Context: an optimization exercise on an open-source flow, tuned for a short achievable clock period and few clock cycles. The choices shown serve that exercise and are no tape-out recipe.
Function was checked by simulation only, so behaviour that the tests miss may differ from the original.
No activity file was given, so power comes from the tool's default toggle rates.

$ cat design/flow/config.mk
export PLATFORM = sky130hd
export DESIGN_NAME = ahb_blk_accel
export DESIGN_NICKNAME = ahb_blk_accel
export VERILOG_FILES = /design/flow/design.v
export SDC_FILE = /design/flow/constraint.sdc
export NUM_CORES = 4
export LEC_CHECK = 0
export CAP_MARGIN = 20
export CORE_MARGIN = 2
export CORE_UTILIZATION = 40
export SLEW_MARGIN = 20
$ cat design/flow/constraint.sdc
create_clock -name core_clock -period 6.5 [get_ports {HCLK}]
set_input_delay 1.3000 -clock core_clock [delete_from_list [all_inputs] [get_ports {HCLK}]]
set_output_delay 1.3000 -clock core_clock [all_outputs]
set_load 0.01 [all_outputs]
$ cat design/flow/design.v
`timescale 1ns/1ps
`default_nettype none
package ahb_accel_pkg;
  typedef logic [31:0] word_t;
  typedef enum logic [1:0] {
    TRN_IDLE   = 2'b00,
    TRN_BUSY   = 2'b01,
    TRN_NONSEQ = 2'b10,
    TRN_SEQ    = 2'b11
  } htrans_t;
  typedef enum logic [1:0] {
    RSP_OKAY  = 2'b00,
    RSP_ERROR = 2'b01,
    RSP_RETRY = 2'b10,
    RSP_SPLIT = 2'b11
  } hresp_t;
  typedef enum logic [2:0] {
    BURST_SINGLE = 3'b000,
    BURST_INCR8  = 3'b101,
    BURST_INCR16 = 3'b111
  } hburst_t;
  localparam logic [2:0] HSIZE_WORD = 3'b010;
  localparam logic [3:0] HPROT_DATA = 4'b0001;   
  typedef enum logic [3:0] {
    ST_IDLE    = 4'd0,
    ST_WAIT    = 4'd1,
    ST_COEF_RD = 4'd2,
    ST_DATA_RD = 4'd3,
    ST_RD_END  = 4'd4,
    ST_OUT_WR  = 4'd5,
    ST_WR_END  = 4'd6
  } dma_state_t;
  typedef enum logic [3:0] {
    STAT_VALID  = 4'b0000,
    STAT_WAIT   = 4'b0010,
    STAT_INPUT  = 4'b0100,
    STAT_OUTPUT = 4'b1000
  } status_t;
  localparam logic [15:0] REG_START     = 16'h0000;
  localparam logic [15:0] REG_STATUS    = 16'h0004;
  localparam logic [15:0] REG_DEST      = 16'h0008;
  localparam logic [15:0] REG_COEF_SRC  = 16'h000C;
  localparam logic [15:0] REG_DATA_SRC  = 16'h0010;
  localparam logic [15:0] REG_BLK_COUNT = 16'h0014;
  localparam logic [15:0] REG_RESP      = 16'h0018;
  localparam word_t UNMAPPED_RDATA = 32'h0000_AAAA;
  localparam integer BLK_WORDS      = 8;
  localparam integer BYTES_PER_WORD = 4;
endpackage
`default_nettype wire
`timescale 1ns/1ps
`default_nettype none
module ahb_reg_slave
(
  input  logic       HCLK,
  input  logic       HRESETn,
  input  ahb_accel_pkg::word_t      s_haddr_i,
  input  ahb_accel_pkg::htrans_t    s_htrans_i,
  input  logic       s_hwrite_i,
  input  ahb_accel_pkg::word_t      s_hwdata_i,
  input  logic       s_hsel_i,
  input  logic       s_hready_i,
  output ahb_accel_pkg::word_t      s_hrdata_o,
  output logic       s_hreadyout_o,
  output ahb_accel_pkg::hresp_t     s_hresp_o,
  input  ahb_accel_pkg::dma_state_t state_i,
  input  logic       out_err_i,
  output logic       start_o,
  output ahb_accel_pkg::word_t      dest_addr_o,
  output ahb_accel_pkg::word_t      coef_src_o,
  output ahb_accel_pkg::word_t      data_src_o,
  output ahb_accel_pkg::word_t      blk_count_o
);
  logic        addr_valid;
  logic        valid_q;       
  logic        write_q;
  logic [15:0] addr_q;
  logic        wr_act;
  logic        rd_act;
  logic        start_q;
  logic        start_wr;      
  logic        launch_q;      
  logic        resp_q;
  ahb_accel_pkg::status_t     status_q;
  ahb_accel_pkg::word_t       dest_q;
  ahb_accel_pkg::word_t       coef_src_q;
  ahb_accel_pkg::word_t       data_src_q;
  ahb_accel_pkg::word_t       blk_count_q;
  assign addr_valid = s_hsel_i && s_hready_i && s_htrans_i[1];
  assign wr_act     = valid_q && write_q;
  assign rd_act     = valid_q && !write_q;
  assign start_wr   = wr_act && (addr_q == ahb_accel_pkg::REG_START) && s_hwdata_i[0];
  always_ff @(posedge HCLK or negedge HRESETn)
  begin
    if (!HRESETn)
    begin
      valid_q       <= 1'b0;
      write_q       <= 1'b0;
      addr_q        <= '0;
      s_hreadyout_o <= 1'b0;
    end
    else
    begin
      valid_q       <= addr_valid;
      s_hreadyout_o <= 1'b1;        
      if (addr_valid)
      begin
        write_q <= s_hwrite_i;
        addr_q  <= s_haddr_i[15:0];
      end
    end
  end
  always_ff @(posedge HCLK or negedge HRESETn)
  begin
    if (!HRESETn)
    begin
      start_q     <= 1'b0;
      launch_q    <= 1'b0;
      resp_q      <= 1'b0;
      status_q    <= ahb_accel_pkg::STAT_VALID;
      dest_q      <= '0;
      coef_src_q  <= '0;
      data_src_q  <= '0;
      blk_count_q <= '0;
    end
    else
    begin
      start_q <= start_wr;   
      if (start_wr)
        launch_q <= 1'b1;
      else if (state_i != ahb_accel_pkg::ST_IDLE)
        launch_q <= 1'b0;
      if (wr_act)
      begin
        case (addr_q)
          ahb_accel_pkg::REG_DEST:      dest_q      <= s_hwdata_i;
          ahb_accel_pkg::REG_COEF_SRC:  coef_src_q  <= s_hwdata_i;
          ahb_accel_pkg::REG_DATA_SRC:  data_src_q  <= s_hwdata_i;
          ahb_accel_pkg::REG_BLK_COUNT: blk_count_q <= s_hwdata_i;
          default:       ;
        endcase
      end
      if (start_q)
        resp_q <= 1'b0;
      else if (out_err_i)
        resp_q <= 1'b1;
      if (start_wr || (launch_q && (state_i == ahb_accel_pkg::ST_IDLE)))
        status_q <= ahb_accel_pkg::STAT_WAIT;
      else
      begin
        case (state_i)
          ahb_accel_pkg::ST_WAIT:                           status_q <= ahb_accel_pkg::STAT_WAIT;
          ahb_accel_pkg::ST_COEF_RD, ahb_accel_pkg::ST_DATA_RD, ahb_accel_pkg::ST_RD_END: status_q <= ahb_accel_pkg::STAT_INPUT;
          ahb_accel_pkg::ST_OUT_WR, ahb_accel_pkg::ST_WR_END:              status_q <= ahb_accel_pkg::STAT_OUTPUT;
          default:                           status_q <= ahb_accel_pkg::STAT_VALID;
        endcase
      end
    end
  end
  always_comb
  begin
    s_hrdata_o = '0;
    if (rd_act)
    begin
      case (addr_q)
        ahb_accel_pkg::REG_START:     s_hrdata_o = {31'd0, start_q};
        ahb_accel_pkg::REG_STATUS:    s_hrdata_o = {28'd0, status_q};
        ahb_accel_pkg::REG_DEST:      s_hrdata_o = dest_q;
        ahb_accel_pkg::REG_COEF_SRC:  s_hrdata_o = coef_src_q;
        ahb_accel_pkg::REG_DATA_SRC:  s_hrdata_o = data_src_q;
        ahb_accel_pkg::REG_BLK_COUNT: s_hrdata_o = blk_count_q;
        ahb_accel_pkg::REG_RESP:      s_hrdata_o = {31'd0, resp_q};
        default:       s_hrdata_o = ahb_accel_pkg::UNMAPPED_RDATA;
      endcase
    end
  end
  assign s_hresp_o   = ahb_accel_pkg::RSP_OKAY;
  assign start_o     = start_q;
  assign dest_addr_o = dest_q;
  assign coef_src_o  = coef_src_q;
  assign data_src_o  = data_src_q;
  assign blk_count_o = blk_count_q;
endmodule
`default_nettype wire
`timescale 1ns/1ps
`default_nettype none
module ahb_burst_master
#(
  parameter integer COEF_WORDS = 16
)
(
  input  logic                          HCLK,
  input  logic                          HRESETn,
  input  logic                          m_hready_i,
  input  logic                          m_hgrant_i,
  input  ahb_accel_pkg::hresp_t                        m_hresp_i,
  output logic                          m_hbusreq_o,
  output logic                          m_hlock_o,
  output ahb_accel_pkg::htrans_t                       m_htrans_o,
  output ahb_accel_pkg::word_t                         m_haddr_o,
  output logic                          m_hwrite_o,
  output logic [2:0]                    m_hsize_o,
  output ahb_accel_pkg::hburst_t                       m_hburst_o,
  output logic [3:0]                    m_hprot_o,
  output ahb_accel_pkg::word_t                         m_hwdata_o,
  input  ahb_accel_pkg::word_t                         dest_addr_i,
  input  ahb_accel_pkg::word_t                         coef_src_i,
  input  ahb_accel_pkg::word_t                         data_src_i,
  input  logic                          need_coef_i,
  input  logic                          need_data_i,
  input  logic                          need_out_i,
  input  logic                          finish_i,
  input  ahb_accel_pkg::word_t                         blk_idx_i,
  input  ahb_accel_pkg::word_t                         res_word_i,
  output logic                          wr_en_o,
  output logic [$clog2(COEF_WORDS)-1:0] wr_beat_o,
  output logic [$clog2(ahb_accel_pkg::BLK_WORDS)-1:0]  rd_beat_o,
  output logic                          block_done_o,
  output logic                          job_end_o,
  output ahb_accel_pkg::dma_state_t                    state_o,
  output logic                          out_err_o
);
  localparam integer BEAT_W = $clog2(COEF_WORDS);
  localparam integer BLK_W  = $clog2(ahb_accel_pkg::BLK_WORDS);
  localparam ahb_accel_pkg::hburst_t COEF_BURST = (COEF_WORDS == ahb_accel_pkg::BLK_WORDS) ? ahb_accel_pkg::BURST_INCR8 : ahb_accel_pkg::BURST_INCR16;
  ahb_accel_pkg::dma_state_t        state_q, state_d;
  logic [BEAT_W-1:0] beat_q, beat_d;
  logic [BEAT_W-1:0] last_beat;
  logic [BEAT_W-1:0] dp_beat_q;
  logic              dp_rd_q;     
  logic              dp_wr_q;     
  logic              go;
  logic              in_burst;
  ahb_accel_pkg::word_t             blk_off;
  ahb_accel_pkg::word_t             base;
  assign go        = m_hready_i && m_hgrant_i;
  assign in_burst  = (state_q == ahb_accel_pkg::ST_COEF_RD) || (state_q == ahb_accel_pkg::ST_DATA_RD) ||
                     (state_q == ahb_accel_pkg::ST_OUT_WR);
  assign last_beat = (state_q == ahb_accel_pkg::ST_COEF_RD) ? BEAT_W'(COEF_WORDS - 1) : BEAT_W'(ahb_accel_pkg::BLK_WORDS - 1);
  always_comb
  begin
    state_d = state_q;
    beat_d  = beat_q;
    case (state_q)
      ahb_accel_pkg::ST_IDLE:
        if (need_coef_i || need_data_i || need_out_i)
          state_d = ahb_accel_pkg::ST_WAIT;
      ahb_accel_pkg::ST_WAIT:
        if (go)
        begin
          if (finish_i)
            state_d = ahb_accel_pkg::ST_IDLE;
          else if (need_out_i)
            state_d = ahb_accel_pkg::ST_OUT_WR;
          else if (need_coef_i)
            state_d = ahb_accel_pkg::ST_COEF_RD;
          else if (need_data_i)
            state_d = ahb_accel_pkg::ST_DATA_RD;
        end
      ahb_accel_pkg::ST_COEF_RD, ahb_accel_pkg::ST_DATA_RD, ahb_accel_pkg::ST_OUT_WR:
        if (go)
        begin
          if (beat_q == last_beat)
          begin
            beat_d  = '0;
            state_d = (state_q == ahb_accel_pkg::ST_OUT_WR) ? ahb_accel_pkg::ST_WR_END : ahb_accel_pkg::ST_RD_END;
          end
          else
            beat_d = beat_q + 1'b1;
        end
      ahb_accel_pkg::ST_RD_END, ahb_accel_pkg::ST_WR_END:
        if (go)
          state_d = ahb_accel_pkg::ST_WAIT;    
      default:
        state_d = ahb_accel_pkg::ST_IDLE;
    endcase
  end
  always_ff @(posedge HCLK or negedge HRESETn)
  begin
    if (!HRESETn)
    begin
      state_q   <= ahb_accel_pkg::ST_IDLE;
      beat_q    <= '0;
      dp_rd_q   <= 1'b0;
      dp_wr_q   <= 1'b0;
      dp_beat_q <= '0;
    end
    else
    begin
      state_q <= state_d;
      beat_q  <= beat_d;
      if (go)
      begin
        dp_rd_q   <= (state_q == ahb_accel_pkg::ST_COEF_RD) || (state_q == ahb_accel_pkg::ST_DATA_RD);
        dp_wr_q   <= state_q == ahb_accel_pkg::ST_OUT_WR;
        dp_beat_q <= beat_q;
      end
    end
  end
  always_ff @(posedge HCLK)
  begin
    if (go)
      m_hwdata_o <= res_word_i;
  end
  assign blk_off = blk_idx_i * ahb_accel_pkg::BLK_WORDS * ahb_accel_pkg::BYTES_PER_WORD;
  always_comb
  begin
    case (state_q)
      ahb_accel_pkg::ST_COEF_RD: base = coef_src_i;
      ahb_accel_pkg::ST_DATA_RD: base = data_src_i + blk_off;
      default:    base = dest_addr_i + blk_off;
    endcase
  end
  assign m_hbusreq_o = state_q != ahb_accel_pkg::ST_IDLE;
  assign m_hlock_o   = state_q != ahb_accel_pkg::ST_IDLE;
  assign m_htrans_o  = !in_burst ? ahb_accel_pkg::TRN_IDLE : ((beat_q == '0) ? ahb_accel_pkg::TRN_NONSEQ : ahb_accel_pkg::TRN_SEQ);
  assign m_haddr_o   = in_burst ? base + ahb_accel_pkg::word_t'(beat_q) * ahb_accel_pkg::BYTES_PER_WORD : '0;
  assign m_hwrite_o  = state_q == ahb_accel_pkg::ST_OUT_WR;
  assign m_hsize_o   = ahb_accel_pkg::HSIZE_WORD;
  assign m_hprot_o   = ahb_accel_pkg::HPROT_DATA;
  always_comb
  begin
    case (state_q)
      ahb_accel_pkg::ST_COEF_RD:           m_hburst_o = COEF_BURST;
      ahb_accel_pkg::ST_DATA_RD, ahb_accel_pkg::ST_OUT_WR: m_hburst_o = ahb_accel_pkg::BURST_INCR8;
      default:              m_hburst_o = ahb_accel_pkg::BURST_SINGLE;
    endcase
  end
  assign wr_en_o      = dp_rd_q && go;
  assign wr_beat_o    = dp_beat_q;
  assign rd_beat_o    = beat_q[BLK_W-1:0];   
  assign block_done_o = (state_q == ahb_accel_pkg::ST_WR_END) && go;
  assign job_end_o    = (state_q == ahb_accel_pkg::ST_WAIT) && go && finish_i;
  assign state_o      = state_q;
  assign out_err_o    = dp_wr_q && (m_hresp_i != ahb_accel_pkg::RSP_OKAY);
endmodule
`default_nettype wire
`timescale 1ns/1ps
`default_nettype none
module blk_engine
#(
  parameter integer COEF_WORDS = 16
)
(
  input  logic                          HCLK,
  input  logic                          HRESETn,
  input  logic                          start_i,
  input  ahb_accel_pkg::word_t                         blk_count_i,
  input  logic                          wr_en_i,
  input  logic [$clog2(COEF_WORDS)-1:0] wr_beat_i,
  input  logic [$clog2(ahb_accel_pkg::BLK_WORDS)-1:0]  rd_beat_i,
  input  logic                          block_done_i,
  input  logic                          job_end_i,
  input  ahb_accel_pkg::word_t                         rdata_i,
  output logic                          need_coef_o,
  output logic                          need_data_o,
  output logic                          need_out_o,
  output logic                          finish_o,
  output ahb_accel_pkg::word_t                         blk_idx_o,
  output ahb_accel_pkg::word_t                         res_word_o
);
  localparam integer BEAT_W = $clog2(COEF_WORDS);
  localparam integer BLK_W  = $clog2(ahb_accel_pkg::BLK_WORDS);
  ahb_accel_pkg::word_t             coef_mem [COEF_WORDS];
  ahb_accel_pkg::word_t             blk_buf  [ahb_accel_pkg::BLK_WORDS];
  logic              job_q;       
  logic              coef_ok_q;
  logic              data_ok_q;
  ahb_accel_pkg::word_t             blk_idx_q;
  logic              coef_last;
  logic              data_last;
  ahb_accel_pkg::word_t             coef_pos;
  logic [BEAT_W-1:0] coef_idx;
  assign coef_last = wr_en_i && !coef_ok_q && (wr_beat_i == BEAT_W'(COEF_WORDS - 1));
  assign data_last = wr_en_i && coef_ok_q && (wr_beat_i == BEAT_W'(ahb_accel_pkg::BLK_WORDS - 1));
  always_ff @(posedge HCLK)
  begin
    if (wr_en_i)
    begin
      if (!coef_ok_q)
        coef_mem[wr_beat_i] <= rdata_i;
      else
        blk_buf[wr_beat_i[BLK_W-1:0]] <= rdata_i;
    end
  end
  always_ff @(posedge HCLK or negedge HRESETn)
  begin
    if (!HRESETn)
    begin
      job_q     <= 1'b0;
      coef_ok_q <= 1'b0;
      data_ok_q <= 1'b0;
      blk_idx_q <= '0;
    end
    else if (start_i)
    begin
      job_q     <= 1'b1;
      coef_ok_q <= 1'b0;
      data_ok_q <= 1'b0;
      blk_idx_q <= '0;
    end
    else
    begin
      if (job_end_i)
        job_q <= 1'b0;                   
      if (coef_last)
        coef_ok_q <= 1'b1;
      if (data_last)
        data_ok_q <= 1'b1;
      if (block_done_i)
      begin
        data_ok_q <= 1'b0;               
        blk_idx_q <= blk_idx_q + 1'b1;
      end
    end
  end
  assign finish_o    = job_q && coef_ok_q && !data_ok_q && (blk_idx_q == blk_count_i);
  assign need_coef_o = job_q && !coef_ok_q;
  assign need_data_o = job_q && coef_ok_q && !data_ok_q && !finish_o;
  assign need_out_o  = job_q && data_ok_q;
  assign blk_idx_o   = blk_idx_q;
  assign coef_pos   = blk_idx_q * ahb_accel_pkg::BLK_WORDS + ahb_accel_pkg::word_t'(rd_beat_i);
  assign coef_idx   = coef_pos[BEAT_W-1:0];
  assign res_word_o = blk_buf[rd_beat_i] + coef_mem[coef_idx];
endmodule
`default_nettype wire
`timescale 1ns/1ps
`default_nettype none
module ahb_blk_accel
#(
  parameter integer COEF_WORDS = 16
)
(
  input  logic       HCLK,
  input  logic       HRESETn,
  input  logic [31:0] s_haddr_i,
  input  logic [1:0]  s_htrans_i,
  input  logic       s_hwrite_i,
  input  logic [31:0] s_hwdata_i,
  input  logic       s_hsel_i,
  input  logic       s_hready_i,
  output logic [31:0] s_hrdata_o,
  output logic       s_hreadyout_o,
  output logic [1:0]  s_hresp_o,
  input  logic       m_hready_i,
  input  logic [1:0]  m_hresp_i,
  input  logic [31:0] m_hrdata_i,
  input  logic       m_hgrant_i,
  output logic       m_hbusreq_o,
  output logic       m_hlock_o,
  output logic [1:0]  m_htrans_o,
  output logic [31:0] m_haddr_o,
  output logic       m_hwrite_o,
  output logic [2:0] m_hsize_o,
  output logic [2:0]  m_hburst_o,
  output logic [3:0] m_hprot_o,
  output logic [31:0] m_hwdata_o
);
  logic                          start;
  ahb_accel_pkg::word_t                         dest_addr, coef_src, data_src, blk_count;
  ahb_accel_pkg::dma_state_t                    state;
  logic                          out_err;
  logic                          need_coef, need_data, need_out, finish;
  ahb_accel_pkg::word_t                         blk_idx, res_word;
  logic                          wr_en, block_done, job_end;
  logic [$clog2(COEF_WORDS)-1:0] wr_beat;
  logic [$clog2(ahb_accel_pkg::BLK_WORDS)-1:0]  rd_beat;
  ahb_accel_pkg::hresp_t                        s_hresp_e;
  ahb_accel_pkg::htrans_t                       m_htrans_e;
  ahb_accel_pkg::hburst_t                       m_hburst_e;
  assign s_hresp_o  = s_hresp_e;
  assign m_htrans_o = m_htrans_e;
  assign m_hburst_o = m_hburst_e;
  ahb_reg_slave u_reg_slave (
    .HCLK, .HRESETn,
    .s_haddr_i, .s_htrans_i (ahb_accel_pkg::htrans_t'(s_htrans_i)), .s_hwrite_i, .s_hwdata_i,
    .s_hsel_i, .s_hready_i,
    .s_hrdata_o, .s_hreadyout_o, .s_hresp_o (s_hresp_e),
    .state_i (state),           .out_err_i  (out_err),
    .start_o (start),           .dest_addr_o (dest_addr),
    .coef_src_o (coef_src),     .data_src_o (data_src),
    .blk_count_o (blk_count)
  );
  ahb_burst_master #(.COEF_WORDS(COEF_WORDS)) u_burst_master (
    .HCLK, .HRESETn,
    .m_hready_i, .m_hgrant_i, .m_hresp_i (ahb_accel_pkg::hresp_t'(m_hresp_i)),
    .m_hbusreq_o, .m_hlock_o, .m_htrans_o (m_htrans_e), .m_haddr_o, .m_hwrite_o,
    .m_hsize_o, .m_hburst_o (m_hburst_e), .m_hprot_o, .m_hwdata_o,
    .dest_addr_i (dest_addr),   .coef_src_i (coef_src),
    .data_src_i (data_src),     .need_coef_i (need_coef),
    .need_data_i (need_data),   .need_out_i (need_out),
    .finish_i (finish),         .blk_idx_i (blk_idx),
    .res_word_i (res_word),     .wr_en_o (wr_en),
    .wr_beat_o (wr_beat),       .rd_beat_o (rd_beat),
    .block_done_o (block_done), .job_end_o (job_end),
    .state_o (state),
    .out_err_o (out_err)
  );
  blk_engine #(.COEF_WORDS(COEF_WORDS)) u_blk_engine (
    .HCLK, .HRESETn,
    .start_i (start),           .blk_count_i (blk_count),
    .wr_en_i (wr_en),           .wr_beat_i (wr_beat),
    .rd_beat_i (rd_beat),       .block_done_i (block_done),
    .job_end_i (job_end),
    .rdata_i (m_hrdata_i),      .need_coef_o (need_coef),
    .need_data_o (need_data),   .need_out_o (need_out),
    .finish_o (finish),         .blk_idx_o (blk_idx),
    .res_word_o (res_word)
  );
endmodule
`default_nettype wire
$ cat design/flow/run.sh
#!/bin/bash
# synth_recipe.tcl (not shown) runs the flow's synth.tcl, then flattens the netlist and writes it again
# the make line also repeats each setting of config.mk as NAME=value (left out here)
make -C /OpenROAD-flow-scripts/flow DESIGN_CONFIG=/design/flow/config.mk WORK_HOME=/design/flow/orfs CLKGATE_MAP_FILE= SYNTH_SCRIPT=/design/flow/synth_recipe.tcl finish
==> metrics.md <==
| Metric | Value |
|---|---|
| Status | `complete, no violations` |
| Die height | `337 um` |
| Commonest non-fill, non-tap cell in the layout | `edfxtp_1` |
| Mapped Area | `0.0443 sq mm` |
| Placer Congestion | `0.892` |
| Reg area | `0.0291 sq mm` |
| Combinational power share | `36.7%` |
| Number of routed nets with antenna violations | `0` |
| Wire length per cell | `25.7 um` |
| Global-route wire length before repair | `178 mm` |
| Period minus WS final | `6.30 ns` |
| Syn avg cell area | `15.4 sq um` |
| Clk slew on worst S/H paths | `0.06 ns` |
| FILL cells | `9396` |
| Total chip power | `21.5 mW` |
| PortBufs | `194` |
| Gr usage total | `21.2%` |
| RSZ-0062 raised after global routing | `yes` |
| Cts hold-fix bufs | `0` |
| Worst hold-check path type | `flop to flop` |
| Synthesis-stage register bit count | `1001` |
| Final setup viols | `0` |
| Static leakage | `18.7 nW` |
| Most frequent cells in the layout | `edfxtp_1, mux2_2, dfrtp_1, clkdlybuf4s50_1, nand2_1` |
| Pre-antenna DRT Iters | `8` |
| Switching share of power | `33.9%` |
| Pins Over Slew Limit | `0` |
| Clk buf depth | `3` |
| Number of global-route vias before repair | `27200` |
| Max-cap violations | `0` |
| Via density | `5.63` |
| Clock tree from TritonCTS | `built` |
| Area grow syn2layout | `18.0%` |
| Initial Util | `40.2%` |
| FP Rows | `122` |
| Post-Syn Instances | `2874` |
| Hold WS | `0.489 ns` |
| Gr ovfl total | `0` |
| Fraction of synthesis flops using an asynchronous set or reset pin | `20.1%` |
| Crit-path cells | `nor2b_2, nand2_2, buf_12, mux2_2, ha_1, a21oi_1, o21ai_1, a22oi_2, a21oi_1, or3_1, a211oi_4, nand4_4, nor3_1, xnor2_1, nor2_1, clkdlybuf4s50_1` |
| CP required | `5.20 ns` |
| DRC violations left | `0` |
| Fraction of layout cells with a size suffix above 1 | `23.0%` |
| Detailed Route Iter0 Violations | `2359` |
| Syn. warnings | `3` |
| Fmax | `159 MHz` |
| Pin count of the biggest net entering global routing | `101` |
| Post-synth EDFFs | `800` |
| Worst path max stage delay | `0.55 ns` |
| Sequential-to-total area share from yosys stat | `65.6%` |
| Internal | `14.2 mW` |
| Final net count | `3316` |
| Clock Root Buffer | `clkbuf_16` |
| Clock latency on the worst-skew pair | `0.70 ns` |
| Pre-CTS WS | `0.247 ns` |
| CP dominant cell by count | `a21oi_1` |
| Core area | `0.110 sq mm` |
| I/O pin count | `221` |
| Dpl hpwl | `75.8 mm` |
| Num CTS Buffers | `104` |
| Slew headroom | `26.8%` |
| Clock Sinks | `1001` |
| Final setup TNS | `0 ns` |
| CP Class | `flop to output pin` |
| Initial antenna violation count | `9` |
| Die ar. | `0.113 sq mm` |
| Slowest-stage cell, CP | `clkdlybuf4s50_1` |
| Die Width | `337 um` |
| Area of the multi-input gates | `0.0149 sq mm` |
| Pwr/cell area | `412 mW/mm^2` |
| Clock Skews | `0.0275 ns` |
| Routed WL | `121 mm` |
| CTS H-tree lvls | `3` |
| Seq pwr share | `35.5%` |
| Fin util | `47.4%` |
| Yosys cell types | `103` |
| Final period util | `96.9%` |
| Hold Vio Cnt, Final | `0` |
| Crit end category | `output pin` |
| Primary FF master, synth | `edfxtp_1` |
| Startpoint types | `flop` |
| Peak VDD IR | `273 uV` |
| Arrival @ worst endpoint | `5.00 ns` |
| Net Sw Power | `7.29 mW` |
| Total number of vias | `26500` |
| Final worst slack | `0.199 ns` |
| Clock power share | `27.8%` |
| Crit-path max FO | `15` |
| Worst Tran Pin Value | `1.10 ns` |
synthesized netlist by cell type, types with 9 or more instances:
cell      count  area [sq um]
edfxtp_1    800         24000
mux2_2      224          2520
dfrtp_1     201          5030
nand2_1     167           627
nor2_1      149           559
a21oi_1     140           701
mux4_2      130          2930
mux2i_1     122          1220
o21ai_0     107           536
clkbuf_1     90           338
xor2_1       70           613
ha_1         67           838
nand3_1      47           235
xnor2_1      47           412
inv_1        40           150
a22oi_1      36           270
buf_1        35           131
a221oi_1     33           289
a222oi_1     28           280
nor3_1       26           130
and3_1       19           119
nor4_1       19           119
a21o_1       18           135
nand2b_1     16           100
nor2b_1      16           100
buf_4        14           105
nand4_1      14          87.6
a31oi_1      10          62.6
a211oi_1      9          67.6
o21a_1        9          67.6
or2_2         9          56.3
sequential cells by signal, summed over array words and instances, names as in the netlist, 16 cells and up:
| register | count |
|---|---|
| u_blk_engine.blk_idx_q | 32 |
| u_reg_slave.dest_q | 32 |
| u_reg_slave.blk_count_q | 32 |
| u_burst_master.m_hwdata_o | 32 |
| u_reg_slave.coef_src_q | 32 |
| u_blk_engine.coef_mem | 512 |
| u_blk_engine.blk_buf | 256 |
| u_reg_slave.addr_q | 16 |
| u_reg_slave.data_src_q | 32 |
kinds of logic (layout without fill, tap and decap cells):
family / Yosys count / after routing / share of synthesized area [%]
adder cells (fa/ha/maj): 70 / 70 / 2.03
XOR/XNOR: 117 / 117 / 2.31
flip-flops: 1001 / 1001 / 65.6
AND/OR/NAND/NOR: 543 / 543 / 6.03
AO/OA/AOI/OAI: 468 / 468 / 6.97
buffers and inverters: 194 / 533 / 1.94
multiplexers: 479 / 479 / 15.1
other: 2 / 13 / 0.0169
critical path: cells and delay by family (launching register included):
kind                     cells  cell delay [ns]
flip-flops                   1             0.37
XOR/XNOR                     1             0.09
AND/OR/NAND/NOR              6             1.23
AO/OA/AOI/OAI                5             1.13
buffers and inverters        2             0.74
multiplexers                 1             0.37
adder cells (fa/ha/maj)      1             0.36
power groups by stage:
stage | Sequential (mW) | Combinational (mW) | Clock [mW]
final | 7.65 | 7.91 | 5.98
after global routing | 7.68 | 8.57 | 6.37
after CTS | 7.65 | 7.93 | 6.11
after detailed placement | 7.77 | 7.86 | 0
after global placement | 7.76 | 7.77 | 0
after floorplan | 7.68 | 5.20 | 0
per-layer routing:
metal | global-route usage [%] | vias to the layer above | wire [um]
li1 | - | 11700 | -
met1 | 28.3 | 13800 | 51100
met2 | 35.6 | 825 | 59400
met3 | 3.05 | 195 | 6890
met4 | 7.12 | 4 | 3440
met5 | 0 | - | 25
final cells by class:
class,count,area share (%)
inverter,41,0.294
antenna,3,0.0144
sequential,1001,55.6
multi-input combinational,1687,28.5
clock inverter,59,1.24
clock buffer,129,5.35
timing repair buffer,304,5.45
tap,1488,3.56
repair_timing:
action | 4_1_cts | 5_1_grt
resized for setup | 35 | 36
setup buffers | 5 | 12
setup endpoints to repair | 13 | 13
pin swaps | 5 | 14
path summary, 6_finish.rpt:
check	startpoint	endpoint	slack, ns	cells after the start
hold / removal	u_burst_master.dp_wr_q$_DFFE_PN0P_	u_burst_master.dp_wr_q$_DFFE_PN0P_	0.49	2
min in group asynchronous	HRESETn	u_reg_slave.data_src_q[27]$_DFFE_PN0P_	0.72	1
max in group asynchronous	HRESETn	u_reg_slave.coef_src_q[8]$_DFFE_PN0P_	4.44	2
hold reg to reg	u_burst_master.dp_wr_q$_DFFE_PN0P_	u_burst_master.dp_wr_q$_DFFE_PN0P_	0.49	2
setup / recovery	u_burst_master.state_q[1]$_DFFE_PN0P_	m_haddr_o[23]	0.20	16
setup reg to reg	u_burst_master.beat_q[0]$_DFFE_PN0P_	u_burst_master.m_hwdata_o[30]$_DFFE_PP_	1.05	16
stage by stage:
| stage | cell area (sq um) | instances |
|---|---|---|
| after global routing | 52300 | 4711 |
| after detailed placement | 48400 | 4504 |
| after floorplan | 44300 | 2882 |
| final | 52300 | 4712 |
| after CTS | 52100 | 4697 |
| after global placement | 48400 | 4503 |
Testbench counts, summed over its fixed seeds: cycles 20,528.

-- static timing again, ports no longer ideal --
The results above use ideal ports. As a check the final layout listed here was re-extracted and re-timed, cells and wires unchanged.
Step 1, drivers: a clkbuf_16 drives HCLK and a buf_2 each remaining input, both assumed.
Step 2 moves the port delays by t, midway between the first and last clock arrival at a register: inputs arrive t later, outputs are due t later. That takes back most of the time a late clock gives input paths.
Three values: no drivers, after step 1, after step 2; two values: the first two.
t, ns: 0.756
slack for setup (ns): 0.199 / 0.125 / 0.882
worst setup path at the end: register to output
slew at the worst register clock pin (ns): 0.06 / 0.06
After both steps this run still meets setup and hold. For this run, drivers alone change the setup slack by -0.074 ns; drivers and shift together by +0.683 ns.
